Source: an optimization exercise on an open RTL-to-GDS flow (aim: small area and a short achievable clock period). Production flows keep margins and buffers that such runs may drop. Function was checked by simulation only, so behaviour that the tests miss may differ from the original. Power and IR drop assume default switching activity.

<file path="flow/design.v">
module ma_hold (
   input  logic q, wd, we, hold,
   output logic d
);
   assign d = (wd & we) | (q & hold);
endmodule
module ma_strobe (
   input  logic wa, pb, be,
   output logic we, hold
);
   assign hold = ~(wa & pb & be);
   assign we   = ~hold;
endmodule
module ma_oai22 (
   input  logic qi0, s0_n, qi1, s1_n,
   output logic y
);
   assign y = ~((qi0 | s0_n) & (qi1 | s1_n));
endmodule
module ma_o2111ai (
   input  logic a1, a2, b, c, d,
   output logic y
);
   assign y = ~((a1 | a2) & b & c & d);
endmodule
module ma_o221ai (
   input  logic a1, a2, b1, b2, c,
   output logic y
);
   assign y = ~((a1 | a2) & (b1 | b2) & c);
endmodule
module ma_o221a (
   input  logic a1, a2, b1, b2, c,
   output logic y
);
   assign y = (a1 | a2) & (b1 | b2) & c;
endmodule
module ma_o22a (
   input  logic a1, a2, b1, b2,
   output logic y
);
   assign y = (a1 | a2) & (b1 | b2);
endmodule
module ma_and3 (
   input  logic a, b, c,
   output logic y
);
   assign y = a & b & c;
endmodule
module ma_dec3 (
   input  logic [2:0] a,
   output logic [7:0] y
);
   always_comb for (int i = 0; i < 8; i++) y[i] = (a == i[2:0]);
endmodule
module ma_wr (
   input  logic w, r, h,
   output logic y
);
   assign y = w & ~r & ~h;
endmodule
module ma_and2 (
   input  logic a, b,
   output logic y
);
   assign y = a & b;
endmodule
module ma_be #(
   parameter int LANE = 0
) (
   input  logic [1:0] size,
   input  logic [1:0] a,
   output logic       be
);
   assign be = size[1] | (size[0] ? (a[1] == LANE[1]) : (a == LANE[1:0]));
endmodule
module ma_aoi222 (
   input  logic a0, s0, a1, s1, a2, s2,
   output logic y
);
   assign y = ~((a0 & s0) | (a1 & s1) | (a2 & s2));
endmodule
module ma_aoi22 (
   input  logic a0, s0, a1, s1,
   output logic y
);
   assign y = ~((a0 & s0) | (a1 & s1));
endmodule
module ma_nand2 (
   input  logic a, b,
   output logic y
);
   assign y = ~(a & b);
endmodule
module ma_nor2 (
   input  logic a, b,
   output logic y
);
   assign y = ~(a | b);
endmodule
module ma_nand3 (
   input  logic a, b, c,
   output logic y
);
   assign y = ~(a & b & c);
endmodule
module ma_nor3 (
   input  logic a, b, c,
   output logic y
);
   assign y = ~(a | b | c);
endmodule
module ma_nand4 (
   input  logic a, b, c, d,
   output logic y
);
   assign y = ~(a & b & c & d);
endmodule
module ma_nor4 (
   input  logic a, b, c, d,
   output logic y
);
   assign y = ~(a | b | c | d);
endmodule
module memory_access (
   input  logic        i_clk,
   input  logic        i_reset,
   input  logic        i_halt,
   input  logic        i_WB_write,
   input  logic        i_WB_mem_to_reg,
   input  logic        i_MEM_read,
   input  logic        i_MEM_write,
   input  logic        i_MEM_unsigned,
   input  logic [1:0]  i_MEM_byte_half_word,
   input  logic [4:0]  i_write_reg,
   input  logic [31:0] i_data_to_write_in_MEM,
   input  logic [31:0] i_ALU_result,
   output logic        o_WB_write,
   output logic        o_WB_mem_to_reg,
   output logic [4:0]  o_write_reg,
   output logic [31:0] o_mem_data,
   output logic [31:0] o_ALU_result
);
   logic [2047:0] mem_qi;      
   logic [2047:0] mem_d;
   logic [7:0]    addr;
   logic [5:0]    widx;
   logic [7:0]    pa [4], pb [4];   
   logic [63:0]   sel_n [4];   
   logic [7:0]    wa [4];      
   logic [3:0]    wr;          
   logic          be [4][8];   
   logic [31:0]   wd_n;        
   logic [31:0]   rd_n;        
   assign addr = i_ALU_result[7:0];
   assign widx = addr[7:2];
   always_comb begin
      wd_n = ~(i_MEM_byte_half_word == 2'b00 ? {4{i_data_to_write_in_MEM[7:0]}} :
               i_MEM_byte_half_word == 2'b01 ? {2{i_data_to_write_in_MEM[15:0]}} :
               i_data_to_write_in_MEM);
   end
   for (genvar l = 0; l < 4; l++) begin : g_dec
      ma_wr    u_wr (.w(i_MEM_write), .r(i_reset), .h(i_halt), .y(wr[l]));
      ma_dec3  u_pa (.a(widx[5:3]), .y(pa[l]));
      ma_dec3  u_pb (.a(widx[2:0]), .y(pb[l]));
      for (genvar i = 0; i < 8; i++) begin : g_wa
         ma_and2 u_wa (.a(pa[l][i]), .b(wr[l]), .y(wa[l][i]));
      end
      for (genvar w = 0; w < 64; w++) begin : g_s
         ma_nand2 u_s (.a(pa[l][w / 8]), .b(pb[l][w % 8]), .y(sel_n[l][w]));
      end
      for (genvar i = 0; i < 8; i++) begin : g_be
         ma_be #(.LANE(l)) u_be (.size(i_MEM_byte_half_word), .a(addr[1:0]), .be(be[l][i]));
      end
   end
   for (genvar w = 0; w < 64; w++) begin : g_w
      for (genvar l = 0; l < 4; l++) begin : g_l
         logic we, hold;
         ma_strobe u_st (.wa(wa[l][w / 8]), .pb(pb[l][w % 8]), .be(be[l][w / 8]), .we(we),
                         .hold(hold));
         for (genvar b = 0; b < 8; b++) begin : g_b
            ma_hold u_h (.q(mem_qi[32*w + 8*l + b]), .wd(wd_n[8*l + b]), .we(we),
                         .hold(hold), .d(mem_d[32*w + 8*l + b]));
         end
      end
   end
   always_ff @(posedge i_clk)
      mem_qi <= mem_d;
   for (genvar b = 0; b < 32; b++) begin : g_rd
      logic [31:0] t0;
      logic [15:0] t1;
      logic [7:0] t2;
      logic [3:0] t3;
      logic [1:0] t4;
      logic [0:0] t5;
      ma_oai22 u_a0 (.qi0(mem_qi[0+b]), .s0_n(sel_n[b/8][0]), .qi1(mem_qi[32+b]), .s1_n(sel_n[b/8][1]), .y(t0[0]));
      ma_oai22 u_a1 (.qi0(mem_qi[64+b]), .s0_n(sel_n[b/8][2]), .qi1(mem_qi[96+b]), .s1_n(sel_n[b/8][3]), .y(t0[1]));
      ma_oai22 u_a2 (.qi0(mem_qi[128+b]), .s0_n(sel_n[b/8][4]), .qi1(mem_qi[160+b]), .s1_n(sel_n[b/8][5]), .y(t0[2]));
      ma_oai22 u_a3 (.qi0(mem_qi[192+b]), .s0_n(sel_n[b/8][6]), .qi1(mem_qi[224+b]), .s1_n(sel_n[b/8][7]), .y(t0[3]));
      ma_oai22 u_a4 (.qi0(mem_qi[256+b]), .s0_n(sel_n[b/8][8]), .qi1(mem_qi[288+b]), .s1_n(sel_n[b/8][9]), .y(t0[4]));
      ma_oai22 u_a5 (.qi0(mem_qi[320+b]), .s0_n(sel_n[b/8][10]), .qi1(mem_qi[352+b]), .s1_n(sel_n[b/8][11]), .y(t0[5]));
      ma_oai22 u_a6 (.qi0(mem_qi[384+b]), .s0_n(sel_n[b/8][12]), .qi1(mem_qi[416+b]), .s1_n(sel_n[b/8][13]), .y(t0[6]));
      ma_oai22 u_a7 (.qi0(mem_qi[448+b]), .s0_n(sel_n[b/8][14]), .qi1(mem_qi[480+b]), .s1_n(sel_n[b/8][15]), .y(t0[7]));
      ma_oai22 u_a8 (.qi0(mem_qi[512+b]), .s0_n(sel_n[b/8][16]), .qi1(mem_qi[544+b]), .s1_n(sel_n[b/8][17]), .y(t0[8]));
      ma_oai22 u_a9 (.qi0(mem_qi[576+b]), .s0_n(sel_n[b/8][18]), .qi1(mem_qi[608+b]), .s1_n(sel_n[b/8][19]), .y(t0[9]));
      ma_oai22 u_a10 (.qi0(mem_qi[640+b]), .s0_n(sel_n[b/8][20]), .qi1(mem_qi[672+b]), .s1_n(sel_n[b/8][21]), .y(t0[10]));
      ma_oai22 u_a11 (.qi0(mem_qi[704+b]), .s0_n(sel_n[b/8][22]), .qi1(mem_qi[736+b]), .s1_n(sel_n[b/8][23]), .y(t0[11]));
      ma_oai22 u_a12 (.qi0(mem_qi[768+b]), .s0_n(sel_n[b/8][24]), .qi1(mem_qi[800+b]), .s1_n(sel_n[b/8][25]), .y(t0[12]));
      ma_oai22 u_a13 (.qi0(mem_qi[832+b]), .s0_n(sel_n[b/8][26]), .qi1(mem_qi[864+b]), .s1_n(sel_n[b/8][27]), .y(t0[13]));
      ma_oai22 u_a14 (.qi0(mem_qi[896+b]), .s0_n(sel_n[b/8][28]), .qi1(mem_qi[928+b]), .s1_n(sel_n[b/8][29]), .y(t0[14]));
      ma_oai22 u_a15 (.qi0(mem_qi[960+b]), .s0_n(sel_n[b/8][30]), .qi1(mem_qi[992+b]), .s1_n(sel_n[b/8][31]), .y(t0[15]));
      ma_oai22 u_a16 (.qi0(mem_qi[1024+b]), .s0_n(sel_n[b/8][32]), .qi1(mem_qi[1056+b]), .s1_n(sel_n[b/8][33]), .y(t0[16]));
      ma_oai22 u_a17 (.qi0(mem_qi[1088+b]), .s0_n(sel_n[b/8][34]), .qi1(mem_qi[1120+b]), .s1_n(sel_n[b/8][35]), .y(t0[17]));
      ma_oai22 u_a18 (.qi0(mem_qi[1152+b]), .s0_n(sel_n[b/8][36]), .qi1(mem_qi[1184+b]), .s1_n(sel_n[b/8][37]), .y(t0[18]));
      ma_oai22 u_a19 (.qi0(mem_qi[1216+b]), .s0_n(sel_n[b/8][38]), .qi1(mem_qi[1248+b]), .s1_n(sel_n[b/8][39]), .y(t0[19]));
      ma_oai22 u_a20 (.qi0(mem_qi[1280+b]), .s0_n(sel_n[b/8][40]), .qi1(mem_qi[1312+b]), .s1_n(sel_n[b/8][41]), .y(t0[20]));
      ma_oai22 u_a21 (.qi0(mem_qi[1344+b]), .s0_n(sel_n[b/8][42]), .qi1(mem_qi[1376+b]), .s1_n(sel_n[b/8][43]), .y(t0[21]));
      ma_oai22 u_a22 (.qi0(mem_qi[1408+b]), .s0_n(sel_n[b/8][44]), .qi1(mem_qi[1440+b]), .s1_n(sel_n[b/8][45]), .y(t0[22]));
      ma_oai22 u_a23 (.qi0(mem_qi[1472+b]), .s0_n(sel_n[b/8][46]), .qi1(mem_qi[1504+b]), .s1_n(sel_n[b/8][47]), .y(t0[23]));
      ma_oai22 u_a24 (.qi0(mem_qi[1536+b]), .s0_n(sel_n[b/8][48]), .qi1(mem_qi[1568+b]), .s1_n(sel_n[b/8][49]), .y(t0[24]));
      ma_oai22 u_a25 (.qi0(mem_qi[1600+b]), .s0_n(sel_n[b/8][50]), .qi1(mem_qi[1632+b]), .s1_n(sel_n[b/8][51]), .y(t0[25]));
      ma_oai22 u_a26 (.qi0(mem_qi[1664+b]), .s0_n(sel_n[b/8][52]), .qi1(mem_qi[1696+b]), .s1_n(sel_n[b/8][53]), .y(t0[26]));
      ma_oai22 u_a27 (.qi0(mem_qi[1728+b]), .s0_n(sel_n[b/8][54]), .qi1(mem_qi[1760+b]), .s1_n(sel_n[b/8][55]), .y(t0[27]));
      ma_oai22 u_a28 (.qi0(mem_qi[1792+b]), .s0_n(sel_n[b/8][56]), .qi1(mem_qi[1824+b]), .s1_n(sel_n[b/8][57]), .y(t0[28]));
      ma_oai22 u_a29 (.qi0(mem_qi[1856+b]), .s0_n(sel_n[b/8][58]), .qi1(mem_qi[1888+b]), .s1_n(sel_n[b/8][59]), .y(t0[29]));
      ma_oai22 u_a30 (.qi0(mem_qi[1920+b]), .s0_n(sel_n[b/8][60]), .qi1(mem_qi[1952+b]), .s1_n(sel_n[b/8][61]), .y(t0[30]));
      ma_oai22 u_a31 (.qi0(mem_qi[1984+b]), .s0_n(sel_n[b/8][62]), .qi1(mem_qi[2016+b]), .s1_n(sel_n[b/8][63]), .y(t0[31]));
      ma_nor2 u_l1_0 (.a(t0[0]), .b(t0[1]), .y(t1[0]));
      ma_nor2 u_l1_1 (.a(t0[2]), .b(t0[3]), .y(t1[1]));
      ma_nor2 u_l1_2 (.a(t0[4]), .b(t0[5]), .y(t1[2]));
      ma_nor2 u_l1_3 (.a(t0[6]), .b(t0[7]), .y(t1[3]));
      ma_nor2 u_l1_4 (.a(t0[8]), .b(t0[9]), .y(t1[4]));
      ma_nor2 u_l1_5 (.a(t0[10]), .b(t0[11]), .y(t1[5]));
      ma_nor2 u_l1_6 (.a(t0[12]), .b(t0[13]), .y(t1[6]));
      ma_nor2 u_l1_7 (.a(t0[14]), .b(t0[15]), .y(t1[7]));
      ma_nor2 u_l1_8 (.a(t0[16]), .b(t0[17]), .y(t1[8]));
      ma_nor2 u_l1_9 (.a(t0[18]), .b(t0[19]), .y(t1[9]));
      ma_nor2 u_l1_10 (.a(t0[20]), .b(t0[21]), .y(t1[10]));
      ma_nor2 u_l1_11 (.a(t0[22]), .b(t0[23]), .y(t1[11]));
      ma_nor2 u_l1_12 (.a(t0[24]), .b(t0[25]), .y(t1[12]));
      ma_nor2 u_l1_13 (.a(t0[26]), .b(t0[27]), .y(t1[13]));
      ma_nor2 u_l1_14 (.a(t0[28]), .b(t0[29]), .y(t1[14]));
      ma_nor2 u_l1_15 (.a(t0[30]), .b(t0[31]), .y(t1[15]));
      ma_nand2 u_l2_0 (.a(t1[0]), .b(t1[1]), .y(t2[0]));
      ma_nand2 u_l2_1 (.a(t1[2]), .b(t1[3]), .y(t2[1]));
      ma_nand2 u_l2_2 (.a(t1[4]), .b(t1[5]), .y(t2[2]));
      ma_nand2 u_l2_3 (.a(t1[6]), .b(t1[7]), .y(t2[3]));
      ma_nand2 u_l2_4 (.a(t1[8]), .b(t1[9]), .y(t2[4]));
      ma_nand2 u_l2_5 (.a(t1[10]), .b(t1[11]), .y(t2[5]));
      ma_nand2 u_l2_6 (.a(t1[12]), .b(t1[13]), .y(t2[6]));
      ma_nand2 u_l2_7 (.a(t1[14]), .b(t1[15]), .y(t2[7]));
      ma_nor2 u_l3_0 (.a(t2[0]), .b(t2[1]), .y(t3[0]));
      ma_nor2 u_l3_1 (.a(t2[2]), .b(t2[3]), .y(t3[1]));
      ma_nor2 u_l3_2 (.a(t2[4]), .b(t2[5]), .y(t3[2]));
      ma_nor2 u_l3_3 (.a(t2[6]), .b(t2[7]), .y(t3[3]));
      ma_nand2 u_l4_0 (.a(t3[0]), .b(t3[1]), .y(t4[0]));
      ma_nand2 u_l4_1 (.a(t3[2]), .b(t3[3]), .y(t4[1]));
      ma_nor2 u_l5_0 (.a(t4[0]), .b(t4[1]), .y(t5[0]));
      assign rd_n[b] = t5[0];
   end
   logic en, hld, rd_en, sx, isb, ish, isw;
   logic [3:0] a_oh;
   logic [3:0] Ls_n;        
   logic       M0_n, M2_n;  
   logic       W_n;         
   logic [3:0] F_n, E_n;    
   logic [1:0] f01_n, f23_n;
   logic [3:0] e01_n, e23_n;
   logic [31:0] md_d;
   logic [38:0] oth_q, oth_d, oth_in;
   always_comb begin
      en    = ~i_reset & ~i_halt;
      hld   = ~i_reset & i_halt;
      rd_en = en & i_MEM_read;
      sx    = ~i_MEM_unsigned;
      isb   = i_MEM_byte_half_word == 2'b00;
      ish   = i_MEM_byte_half_word == 2'b01;
      isw   = i_MEM_byte_half_word[1];
      for (int k = 0; k < 4; k++) a_oh[k] = (addr[1:0] == k[1:0]);
      Ls_n[0] = ~(rd_en & (isw | (ish & ~addr[1]) | (isb & a_oh[0])));
      Ls_n[1] = ~(rd_en & isb & a_oh[1]);
      Ls_n[2] = ~(rd_en & ((ish & addr[1]) | (isb & a_oh[2])));
      Ls_n[3] = ~(rd_en & isb & a_oh[3]);
      M0_n    = ~(rd_en & (isw | (ish & ~addr[1])));
      M2_n    = ~(rd_en & ish & addr[1]);
      W_n     = ~(rd_en & isw);
      for (int k = 0; k < 4; k++) begin
         F_n[k] = ~(rd_en & sx & isb & a_oh[k]);
         E_n[k] = ~(rd_en & sx & ((isb & a_oh[k]) | (ish & (k == 1 ? ~addr[1] : k == 3 ? addr[1] : 1'b0))));
      end
   end
   for (genvar c = 0; c < 2; c++) begin : g_f
      ma_o22a u_f01 (.a1(rd_n[7]), .a2(F_n[0]), .b1(rd_n[15]), .b2(F_n[1]), .y(f01_n[c]));
      ma_o22a u_f23 (.a1(rd_n[23]), .a2(F_n[2]), .b1(rd_n[31]), .b2(F_n[3]), .y(f23_n[c]));
   end
   for (genvar c = 0; c < 4; c++) begin : g_e
      ma_o22a u_e01 (.a1(rd_n[7]), .a2(E_n[0]), .b1(rd_n[15]), .b2(E_n[1]), .y(e01_n[c]));
      ma_o22a u_e23 (.a1(rd_n[23]), .a2(E_n[2]), .b1(rd_n[31]), .b2(E_n[3]), .y(e23_n[c]));
   end
   for (genvar b = 0; b < 8; b++) begin : g_o0
      logic qh_n, x0, x1;
      ma_nand2 u_h (.a(o_mem_data[b]), .b(hld), .y(qh_n));
      ma_o22a u_x0 (.a1(rd_n[b]), .a2(Ls_n[0]), .b1(rd_n[8+b]), .b2(Ls_n[1]), .y(x0));
      ma_o22a u_x1 (.a1(rd_n[16+b]), .a2(Ls_n[2]), .b1(rd_n[24+b]), .b2(Ls_n[3]), .y(x1));
      ma_nand3 u_o (.a(x0), .b(x1), .c(qh_n), .y(md_d[b]));
   end
   for (genvar b = 8; b < 16; b++) begin : g_o1
      logic qh_n, x;
      ma_nand2 u_h (.a(o_mem_data[b]), .b(hld), .y(qh_n));
      ma_o22a u_x (.a1(rd_n[b]), .a2(M0_n), .b1(rd_n[16+b]), .b2(M2_n), .y(x));
      ma_nand4 u_o (.a(x), .b(f01_n[b / 12]), .c(f23_n[b / 12]), .d(qh_n), .y(md_d[b]));
   end
   for (genvar b = 16; b < 32; b++) begin : g_o2
      logic qh_n;
      ma_nand2 u_h (.a(o_mem_data[b]), .b(hld), .y(qh_n));
      ma_o2111ai u_o (.a1(rd_n[b]), .a2(W_n), .b(e01_n[(b - 16) / 4]), .c(e23_n[(b - 16) / 4]),
                      .d(qh_n), .y(md_d[b]));
   end
   assign oth_in = {i_WB_write, i_WB_mem_to_reg, i_write_reg, i_ALU_result};
   assign {o_WB_write, o_WB_mem_to_reg, o_write_reg, o_ALU_result} = oth_q;
   for (genvar b = 0; b < 39; b++) begin : g_oth
      ma_hold u_h (.q(oth_q[b]), .wd(oth_in[b]), .we(en), .hold(hld), .d(oth_d[b]));
   end
   always_ff @(posedge i_clk) begin
      o_mem_data <= md_d;
      oth_q      <= oth_d;
   end
endmodule
</file>
<file path="flow/flow/run.sh">
#!/bin/bash
# Own layout flow: the standard synthesis unchanged, then the standard
# ORFS layout with a lighter clock tree (no dummy loads, larger sink clusters),
# small port buffers, and timing repair aimed beyond the 5 ns constraint.
# Before global placement the storage flip-flops are pre-placed one byte lane
# per quadrant (flow/preplace.tcl) and released again after it
# (flow/postplace.tcl), so each bit's read tree stays local.
# Each tool's output goes to a log file in the work folder.
set -euo pipefail
bash standard.sh synth > synth.log 2>&1
bash standard.sh \
  "CTS_ARGS=-sink_clustering_enable -repair_clock_nets -dont_use_dummy_load -sink_clustering_size 16 -sink_clustering_max_diameter 45 -root_buf sky130_fd_sc_hd__clkbuf_16 -buf_list {sky130_fd_sc_hd__clkbuf_8}" \
  "BUFFER_PORTS_ARGS=-buffer_cell sky130_fd_sc_hd__buf_2" \
  SETUP_SLACK_MARGIN=2.5 \
  "PRE_GLOBAL_PLACE_TCL=$(pwd)/flow/preplace.tcl" \
  "POST_GLOBAL_PLACE_TCL=$(pwd)/flow/postplace.tcl" \
  finish > layout.log 2>&1
</file>
<file path="flow/flow/postplace.tcl">
set block [ord::get_db_block]
set n 0
foreach inst [$block getInsts] {
  if {[$inst getPlacementStatus] eq "FIRM"} { $inst setPlacementStatus PLACED; incr n }
}
puts "POSTPLACE: released $n"
</file>
<file path="flow/flow/preplace.tcl">
# Pre-place the storage flip-flops lane by lane (one quadrant per byte lane,
# words down the rows, the 8 bits of a word side by side), then let global
# placement place the rest around them. The flops are released again after
# global placement (see postplace.tcl).
set block [ord::get_db_block]
set rows [$block getRows]
set rowinfo {}
foreach r $rows {
  set o [$r getOrigin]
  set site [$r getSite]
  lappend rowinfo [list [lindex $o 1] [lindex $o 0] [expr {[lindex $o 0] + [$r getSiteCount] * [$site getWidth]}] [$r getOrient] [$site getWidth]]
}
set rowinfo [lsort -integer -index 0 $rowinfo]
set nrows [llength $rowinfo]
# fixed obstacles (tap cells) per row y
array set obs {}
foreach inst [$block getInsts] {
  if {[[$inst getMaster] getName] eq "sky130_fd_sc_hd__tapvpwrvgnd_1"} {
    set bb [$inst getBBox]
    lappend obs([$bb yMin]) [list [$bb xMin] [$bb xMax]]
  }
}
set x0 [lindex [lindex $rowinfo 0] 1]
set x1 [lindex [lindex $rowinfo 0] 2]
set W [expr {$x1 - $x0}]
set halfrows [expr {$nrows / 2}]
set placed 0
proc place_at {inst y xstart orient sw} {
  global obs
  set w [[$inst getMaster] getWidth]
  set x $xstart
  if {[info exists obs($y)]} {
    set moved 1
    while {$moved} {
      set moved 0
      foreach iv $obs($y) {
        if {$x < [lindex $iv 1] && [expr {$x + $w}] > [lindex $iv 0]} {
          set x [lindex $iv 1]; set moved 1
        }
      }
    }
  }
  # snap to site grid
  $inst setOrient $orient
  $inst setLocation $x $y
  $inst setPlacementStatus FIRM
  return [expr {$x + $w}]
}
for {set l 0} {$l < 4} {incr l} {
  set qx [expr {$x0 + ($l % 2) * $W / 2}]
  set qr [expr {($l / 2) * $halfrows}]
  for {set w 0} {$w < 64} {incr w} {
    set half [expr {$w / 32}]
    set k [expr {$w % 32}]
    set ri [expr {$qr + int($k * $halfrows / 32.0)}]
    set row [lindex $rowinfo $ri]
    set y [lindex $row 0]
    set sw [lindex $row 4]
    set gx [expr {$qx + $half * $W / 4 + int(($W / 4 - 8 * 7360) / 2 / $sw) * $sw}]
    set gx [expr {$x0 + (($gx - $x0) / $sw) * $sw}]
    for {set b 0} {$b < 8} {incr b} {
      set idx [expr {32 * $w + 8 * $l + $b}]
      set inst [$block findInst "mem_qi\\\[$idx\\\]\$_DFF_P_"]
      if {$inst eq "NULL"} { set inst [$block findInst "mem_qi\[$idx\]\$_DFF_P_"] }
      if {$inst eq "NULL"} { puts "PREPLACE: missing $idx"; continue }
      set gx [place_at $inst $y $gx [lindex $row 3] $sw]
      incr placed
    }
  }
}
puts "PREPLACE: placed $placed flops"
</file>
<file path="flow/standard.sh">
#!/bin/bash
# synth_recipe.tcl (not shown) runs the flow's synth.tcl, then flattens the netlist and writes it again
# the make line also repeats each setting of config.mk as NAME=value (left out here)
make -C /OpenROAD-flow-scripts/flow DESIGN_CONFIG=/design/flow/config.mk WORK_HOME=/design/flow/orfs CLKGATE_MAP_FILE= SYNTH_SCRIPT=/design/flow/synth_recipe.tcl "${@:-finish}"
</file>
<file path="flow/config.mk">
export PLATFORM = sky130hd
export DESIGN_NAME = memory_access
export DESIGN_NICKNAME = memory_access
export VERILOG_FILES = /design/flow/design.v
export SDC_FILE = /design/flow/constraint.sdc
export NUM_CORES = 4
export LEC_CHECK = 0
export CAP_MARGIN = 20
export CORE_MARGIN = 2
export CORE_UTILIZATION = 65
export PLACE_DENSITY = 0.75
export SLEW_MARGIN = 20
export SYNTH_HIERARCHICAL = 1
export SYNTH_MINIMUM_KEEP_SIZE = 0
</file>
<file path="flow/constraint.sdc">
create_clock -name core_clock -period 5.0 [get_ports {i_clk}]
set_input_delay 1.0000 -clock core_clock [delete_from_list [all_inputs] [get_ports {i_clk}]]
set_output_delay 1.0000 -clock core_clock [all_outputs]
set_load 0.01 [all_outputs]
</file>
==> impl_results.md <==
* Worst Setup SP: i_ALU_result[4]
* GRT busiest layer: met2
* First-pass GRT wire length at 367.1 mm
* Met2 Use GR at 0.5388
* Avg Cell Area, Syn at 10.53 um2
* GR Util met1 at 0.5225
* Post-Route WL at 246.6 mm
* Fraction of registers with async set/reset at 0
* CTS tree: done
* IR drop worst, VDD at 0.0003426 V
* EDFF count, synth at 0
* PortBufs at 149
* Final ANT Viol Nets at 0
* Dpl hpwl at 157.0 mm
* Setup TNS at 0 ns
* Cts bufs inserted at 180
* Maxcap violations at 0
* DRC viols at 0
* Ports at 150
* Post-synthesis compound-gate area fraction at 0.3309
* CP Cell Sequence: buf_16 -> buf_6 -> nor3b_4 -> buf_12 -> nand2_1 -> buf_4 -> o22ai_1 -> nor2_1 -> nand2_1 -> nor2_2 -> nand2_2 -> nor2_2 -> o22a_1 -> nand3_1
* Max clock buf depth at 3
* Die area at 121,600 um2
* Routed via count at 70,270
* Worst path required time at 5.66 ns
* Util after Layout at 0.7353
* Post-synth top cells: dfxtp_1, a22o_1, o22ai_1
* Hold_sp: i_ALU_result[31]
* Routed wire per std cell at 26.27 um
* Fin crit period at 2.543 ns
* Mapped cell area at 77,260 um2
* Fmax at 393.2 MHz
* Synth area leader: dfxtp_1
* Synth Instances at 7,337
* All-Layer GR Usage at 0.3722
* Initial core utilization at 0.6552
* Hold_ws at 0.4289 ns
* Root Buffer: clkbuf_16
* Post-route clock period utilization at 0.5086
* Post-synthesis mux area share at 0.003109
* Total Power at 29.31 mW
* Pwr dens at 338.0 nW/um2
* Yosys top cell area share at 0.5491
* Dominant synthesized flop cell: dfxtp_1
* Hold crit path type: in -> reg
* Post-Synth Adder-Cell Area at 0
* Setup Skew at 0.04620 ns
* 1st-iter DRT viols at 12,150
* Worst R2R Start: mem_qi[67]
* Clock sink count at 2,119
* CP endpoint kind: flop
* Via density at 7.487
* Netlist cell types at 35
* Clk pin slew, worst setup/hold paths at 0.09 ns
* Worst Tran Pin Value at 1.206 ns
* Most frequent cell after synthesis: dfxtp_1
* Critical Path AT at 3.20 ns
* Die height at 348.8 um
* Post-synthesis simple-gate area fraction at 0.1154
* Final Max Tran Viols at 0
* Slowest-stage cell, CP: o22a_1
* Slowest cell delay on critical path at 0.24 ns
* Final setup viols at 0
* Critical Path Fanout Max at 24
* Largest family of logic cells by synthesized area: compound AO/OA/AOI/OAI gates
* Setup CP Type: in -> reg
* Largest net degree at the start of global routing at 65
* H-Tree Depth at 4
* Die width at 348.8 um
* Hold path cells at 2
* RSZ-0062 raised after global routing: yes
* Placement Setup Slack at 0.5887 ns
* Share of post-route cells with drive strength above 1 at 0.1213
* Fin. Hold Viols at 0
* Post-route setup slack at 2.457 ns
* Top cells by area, synth: dfxtp_1, a22o_1, o22ai_1, nor2_1, nand2_1
* P_leak at 37.39 nW
* Critical Path Start Type: input port
* XOR/XNOR Fraction of Synth Area at 0
* Vias in the first global route at 63,570
* First drt pass iteration count at 10
* Initial antenna violation count at 15
* Core ar. at 117,900 um2
* Layout Nets at 7,921
* Synthesis-stage register bit count at 2,119
* Rel. slew slack at 0.1960
* Seq/Total Area, Yosys at 0.5491
* Synth-to-Final Area Change at 12.24%
* Depth of the worst register-to-register path at 8
* Row cnt at 126
* Clock latency (worst-skew pair) at 0.81 ns
* Met3 Use GR at 0.1097
* Status: timing/DRC/antenna clean
* Synth Warn # at 13
* Synth Net Count at 7,416
* Gr ovfl total at 0
-- final timing paths --
check / to / slack, ns
min: oth_q[31] / 0.43
min reg2reg: oth_q[31] / 0.47
max: o_mem_data[3] / 2.46
max reg2reg: o_mem_data[3] / 3.14
-- state kept, by name, indices dropped and copies added (netlist names) --
name / flops
mem_qi: 2048
o_mem_data: 32
oth_q: 39
-- per-layer routing --
metal | vias up | routed length [um]
met5 | - | 274
met4 | 24 | 10710
met3 | 816 | 35310
met2 | 5407 | 103400
met1 | 33610 | 96880
li1 | 30420 | -
-- logic make-up after synthesis --
| group | Yosys count |
|---|---|
| AOI/OAI and AO/OA | 3208 |
| buffers and inverters | 16 |
| DFF | 2119 |
| muxes | 24 |
| and+or+nand+nor | 1970 |
-- final cells by class --
cell class / count / area, um2
Antenna cell: 9 / 22.52
Multi-Input combinational cell: 5231 / 37270
Timing Repair Buffer: 300 / 2539
Fill cell: 7189 / 31210
Tap cell: 1536 / 1922
Sequential cell: 2119 / 42420
Inverter: 10 / 47.55
Clock buffer: 180 / 2489
-- what timing repair did --
| item | CTS | global route |
|---|---|---|
| buffers inserted | 47 | 33 |
| hold buffers | 0 | 0 |
| endpoints found under the setup margin | 1862 | 1334 |
| hold endpoints to repair | 0 | 0 |
| pin swaps | 13 | 17 |
| gates resized for setup | 281 | 281 |
| cloned | 21 | 16 |
-- Yosys stat by module, one instance, submodules excluded, excerpt --
module         cell area (um2)  flip-flops and latches
memory_access            43040                    2119
ma_dec3                  65.06                       0
ma_o2111ai               15.01                       0
ma_wr                    12.51                       0
ma_strobe                11.26                       0
ma_hold                  8.758                       0
ma_o22a                  8.758                       0
ma_and2                  6.256                       0
ma_nand4                 6.256                       0
ma_oai22                 6.256                       0
ma_nand3                 5.005                       0
ma_nand2                 3.754                       0
ma_nor2                  3.754                       0
-- report_power, final --
part	total, mW	switching (mW)	internal (mW)
combinational	2.81	1.78	1.03
sequential	18.0	0.421	17.6
clock	8.50	5.27	3.23
-- per-stage QoR --
step	instances	instance area [um2]
after floorplan	7337	77860
after global placement	9079	80940
after detailed placement	9079	80940
after CTS	9327	85030
after global routing	9377	86690
final	9385	86710
-- layout by cell type (no fill, tap or decap), drive strengths merged --
| cell type | Yosys | layout |
|---|---|---|
| nand4 | 8 | 8 |
| clkbuf | 0 | 189 |
| o21ai | 11 | 11 |
| nor2b | 9 | 9 |
| a21o | 8 | 8 |
| nor2 | 691 | 691 |
| mux2i | 24 | 26 |
| inv | 10 | 2 |
| and4bb | 1 | 1 |
| and3b | 24 | 41 |
| o22ai | 1024 | 1024 |
| bufbuf | 0 | 1 |
| nor3 | 8 | 9 |
| a211oi | 1 | 1 |
| dfxtp | 2119 | 2119 |
| a22o | 2087 | 2087 |
| and2b | 2 | 2 |
| and2 | 32 | 32 |
| a21oi | 9 | 16 |
| o22a | 36 | 36 |
| clkinv | 0 | 8 |
| nand2 | 618 | 618 |
| and3 | 264 | 266 |
| nor3b | 29 | 29 |
| nand3 | 266 | 266 |
| o2111ai | 16 | 16 |
| nor4 | 2 | 2 |
| nand2b | 16 | 16 |
| o21bai | 16 | 16 |
| diode | 0 | 9 |
| buf | 6 | 290 |
-- worst max-delay path: cells and delay by family --
family | cells | cell delay [ns]
compound gates | 2 | 0.33
buf+inv | 4 | 0.75
simple gates | 8 | 1.08

-- static timing again, ports no longer ideal --
Ports are ideal in the flow. The routed layout listed here was re-timed in OpenROAD. Step 1 (the two cells are an assumption about what drives the block):
set clk [get_ports {i_clk}]
set_driving_cell -lib_cell sky130_fd_sc_hd__clkbuf_16 $clk
set_driving_cell -lib_cell sky130_fd_sc_hd__buf_2 [delete_from_list [all_inputs] $clk]
Step 2 times the ports against the registers' clock, not the clock port: input delays grow and output delays shrink by t, the midpoint of the rising clock arrivals with the driver on. Three values: no drivers, after step 1, after step 2; two values: the first two.
shift t [ns]: 0.856
setup slack, ns: 2.457 / 2.255 / 1.399
worst register clock-pin slew, ns: 0.10 / 0.10
pins driven straight from the clock port: 1
After both steps setup and hold are still met in this run. The setup slack of this run moves by -0.202 ns with the drivers and by -1.058 ns with both steps.
